From an optimization exercise on the open Yosys and OpenROAD flow, aimed at small area; shortcuts taken in it are not production practice.
The RTL was checked by simulation tests, not by an equivalence proof against the original design.

== the previous run ==
Design conv3x3_engine, start of the top module:
module conv3x3_engine (
  input  logic       clk,
  input  logic       rst_n,
  input  logic       pix_valid,
  input  logic       sof,
  input  logic [7:0] w11, w12, w13, w21, w22, w23, w31, w32, w33,
  input  logic       k_we,
  input  logic [3:0] k_addr,
  input  logic [7:0] k_data,
  output logic [7:0] conv_out,
  output logic       conv_valid,
  output logic       frame_done,
  output logic       frame_err,
  output logic       k_err
);
Size in the first run: ~1,300 cells after synthesis, ~100 I/O pins, roughly 18,000 sq um of cells after synthesis.
==> module conv3x3_engine, before the edit <==
module conv3x3_engine (
  input  logic       clk,
  input  logic       rst_n,
  input  logic       pix_valid,
  input  logic       sof,
  input  logic [7:0] w11, w12, w13, w21, w22, w23, w31, w32, w33,
  input  logic       k_we,
  input  logic [3:0] k_addr,
  input  logic [7:0] k_data,
  output logic [7:0] conv_out,
  output logic       conv_valid,
  output logic       frame_done,
  output logic       frame_err,
  output logic       k_err
);
  localparam logic [1:0] IDLE = 2'd0, RUN = 2'd1, DRAIN = 2'd2;
  logic [1:0]  state;
  logic [3:0]  row_cnt;     
  logic [4:0]  col_cnt;     
  logic        win_q;       
  logic [2:0]  vld;
  logic [71:0] kern;
  logic [7:0]  bias;
  logic [7:0]  res, res_q, res_qq;
  logic        is_idle, is_run, pix, abort, win;
  assign is_idle = (state == IDLE);
  assign is_run  = (state == RUN);
  assign pix     = pix_valid && !sof;
  assign abort   = is_run && !pix;
  assign win     = is_run && pix && (row_cnt >= 4'd2) && (col_cnt >= 5'd2);
  always_ff @(posedge clk or negedge rst_n) begin
    if (!rst_n) state <= IDLE;
    else case (state)
      IDLE:    if (pix_valid && sof) state <= RUN;
      RUN:     if (!pix) state <= IDLE;
               else if (row_cnt == 4'd11 && col_cnt == 5'd19) state <= DRAIN;
      DRAIN:   if (col_cnt == 5'd4) state <= IDLE;
      default: state <= IDLE;
    endcase
  end
  always_ff @(posedge clk) begin
    if (is_idle) begin
      row_cnt <= 4'd0;
      col_cnt <= 5'd1;
    end else if (is_run) begin
      if (col_cnt == 5'd19) begin
        col_cnt <= 5'd0;
        row_cnt <= row_cnt + 4'd1;
      end else begin
        col_cnt <= col_cnt + 5'd1;
      end
    end else begin
      col_cnt <= col_cnt + 5'd1;
    end
  end
  always_ff @(posedge clk or negedge rst_n) begin
    if (!rst_n) begin
      kern       <= '0;
      bias       <= '0;
      frame_done <= 1'b0;
      frame_err  <= 1'b0;
      k_err      <= 1'b0;
    end else begin
      if (k_we && is_idle && k_addr <= 4'd9) begin
        if (k_addr == 4'd9) bias <= k_data;
        for (int i = 0; i < 9; i++)
          if (k_addr == 4'(i)) kern[8*i +: 8] <= k_data;
      end
      k_err      <= k_we && !(is_idle && k_addr <= 4'd9);
      frame_err  <= abort;
      frame_done <= (state == DRAIN) && (col_cnt == 5'd4);
    end
  end
  always_ff @(posedge clk or negedge rst_n) begin
    if (!rst_n) begin
      win_q      <= 1'b0;
      vld        <= '0;
      conv_valid <= 1'b0;
    end else begin
      win_q      <= win;
      vld        <= abort ? 3'b000 : {vld[1:0], win_q};
      conv_valid <= vld[2] && !abort;
    end
  end
  conv3x3_mac u_mac (
    .clk (clk),
    .x   ({w33, w32, w31, w23, w22, w21, w13, w12, w11}),
    .w   (kern),
    .b   (bias),
    .res (res)
  );
  always_ff @(posedge clk) begin
    res_q  <= res;
    res_qq <= res_q;
  end
  always_ff @(posedge clk or negedge rst_n) begin
    if (!rst_n)                  conv_out <= '0;
    else if (vld[2] && !abort)   conv_out <= res_qq;
  end
endmodule
==> flow/config.mk <==
export PLATFORM = sky130hd
export DESIGN_NAME = conv3x3_engine
export DESIGN_NICKNAME = conv3x3_engine
export VERILOG_FILES = /design/flow/design.v
export SDC_FILE = /design/flow/constraint.sdc
export NUM_CORES = 4
export LEC_CHECK = 0
export CAP_MARGIN = 20
export CELL_PAD_IN_SITES_DETAIL_PLACEMENT = 1
export CORE_MARGIN = 2
export CORE_UTILIZATION = 40
export GPL_TIMING_DRIVEN = 0
export PLACE_DENSITY = 0.5
export SLEW_MARGIN = 20
export SYNTH_HIERARCHICAL = 1
==> flow/constraint.sdc <==
create_clock -name core_clock -period 6.0 [get_ports {clk}]
set_input_delay 1.2000 -clock core_clock [delete_from_list [all_inputs] [get_ports {clk}]]
set_output_delay 1.2000 -clock core_clock [all_outputs]
set_load 0.01 [all_outputs]
standard.sh (not shown) runs the stock make flow with config.mk's settings and CLKGATE_MAP_FILE= SYNTH_SCRIPT=/design/flow/synth_recipe.tcl, a recipe that flattens the netlist after the stock synthesis.
==> flow/flow/run.sh <==
#!/bin/bash
# Standard ORFS layout (the standard.sh) with two changes: the port buffers
# are buf_1 cells instead of the default delay-buffer cell, and clock tree
# synthesis uses clkbuf_8 buffers and inserts no dummy loads.
set -euo pipefail
bash standard.sh "BUFFER_PORTS_ARGS=-buffer_cell sky130_fd_sc_hd__buf_1" \
  "CTS_ARGS=-sink_clustering_enable -repair_clock_nets -dont_use_dummy_load -buf_list sky130_fd_sc_hd__clkbuf_8" \
  finish > flow_make.log 2>&1
Changes in the current run relative to the previous run:
--- a/flow/design.v
+++ b/flow/design.v
@@ -1609,8 +1609,12 @@
   logic [71:0] kern;
   logic [7:0]  bias;
   logic [7:0]  res, res_q, res_qq;
   logic        is_idle, is_run, pix, abort, win;
+  logic [9:0]  kwe;         
+  logic [79:0] kload;       
+  logic [7:0]  oload;       
+  logic        oen;
   assign is_idle = (state == IDLE);
   assign is_run  = (state == RUN);
   assign pix     = pix_valid && !sof;
   assign abort   = is_run && !pix;
@@ -1647,18 +1651,28 @@
       frame_done <= 1'b0;
       frame_err  <= 1'b0;
       k_err      <= 1'b0;
     end else begin
-      if (k_we && is_idle && k_addr <= 4'd9) begin
-        if (k_addr == 4'd9) bias <= k_data;
-        for (int i = 0; i < 9; i++)
-          if (k_addr == 4'(i)) kern[8*i +: 8] <= k_data;
-      end
+      {bias, kern} <= kload;
       k_err      <= k_we && !(is_idle && k_addr <= 4'd9);
       frame_err  <= abort;
       frame_done <= (state == DRAIN) && (col_cnt == 5'd4);
     end
   end
+  always_comb
+    for (int i = 0; i < 10; i++)
+      kwe[i] = k_we && is_idle && (k_addr == 4'(i));
+  for (genvar i = 0; i < 10; i++) begin : g_kld
+    for (genvar b = 0; b < 8; b++) begin : g_bit
+      conv3x3_ld u_ld (
+        .a    (k_data[b]),
+        .en   (kwe[i]),
+        .b    (i == 9 ? bias[b] : kern[8*i + b]),
+        .en_n (!kwe[i]),
+        .y    (kload[8*i + b])
+      );
+    end
+  end
   always_ff @(posedge clk or negedge rst_n) begin
     if (!rst_n) begin
       win_q      <= 1'b0;
       vld        <= '0;
@@ -1680,8 +1694,18 @@
     res_q  <= res;
     res_qq <= res_q;
   end
   always_ff @(posedge clk or negedge rst_n) begin
-    if (!rst_n)                  conv_out <= '0;
-    else if (vld[2] && !abort)   conv_out <= res_qq;
+    if (!rst_n) conv_out <= '0;
+    else        conv_out <= oload;
   end
+  assign oen = vld[2] && !abort;
+  for (genvar b = 0; b < 8; b++) begin : g_old
+    conv3x3_ld u_ld (.a(res_qq[b]), .en(oen), .b(conv_out[b]), .en_n(!oen), .y(oload[b]));
+  end
+endmodule
+module conv3x3_ld (
+  input  logic a, en, b, en_n,
+  output logic y
+);
+  assign y = (en & a) | (en_n & b);
 endmodule
==> comparison <==
- The setup slack of the current run is larger than that of the previous run.
- In the current run relative to the previous run, number of nets at the end of the flow had gone up slightly.
- Status | the current run and the previous run | clean
- In the current run relative to the previous run, count of multi-input combinational gates had gone up slightly.
- As of the current run, mean cell area of the mapped netlist had fallen slightly compared to the previous run.
- Detailed-routing wirelength on met1 ends up lower on the previous run.
- Between the current run and the previous run, it is the current run whose worst endpoint data arrival time is lower, by 40 ps.
- Cell count: the current run > the previous run
- As far as worst hold slack is concerned, the previous run and the current run perform about the same.
- Taking the previous run as the reference, in the current run register share of the cell area increased by 0.28 points relative to the old numbers; simple-gate share of the synthesized area did not really move; met1 capacity usage during global routing rose by 4.8 points; relative slew slack dropped 6.3 points; final critical delay including setup and external delays shrank by 15 ps.

afterwards: timing with drivers on the ports:
The results above use ideal ports. As a check the final layouts listed here were re-extracted and re-timed, cells and wires unchanged.
Step 1, drivers: a clkbuf_16 drives clk and a buf_2 each remaining input, both assumed.
Step 2 adds t to the input delays and takes it off the output delays; t is the mean of the earliest and latest rising clock arrival at the registers after step 1. Input paths then give back, and output paths get back, about the clock's delay inside the block.
Three values: ideal, step 1, step 2; two values: the first two.
| run | t, ns | setup WS [ns] | hold WS [ns] | worst setup path at the end |
|---|---|---|---|---|
| the previous run | 0.615 | 0.140 / 0.158 / -0.456 | 0.330 / 0.330 / 0.330 | input to register |
| the current run | 0.605 | 0.155 / 0.173 / -0.432 | 0.331 / 0.331 / 0.331 | input to register |
Met with ideal ports but missed after step 2: setup timing in the previous run and the current run. The setup slack of the previous run, which loses most, moves by +0.018 ns with the drivers and by -0.596 ns with both steps.
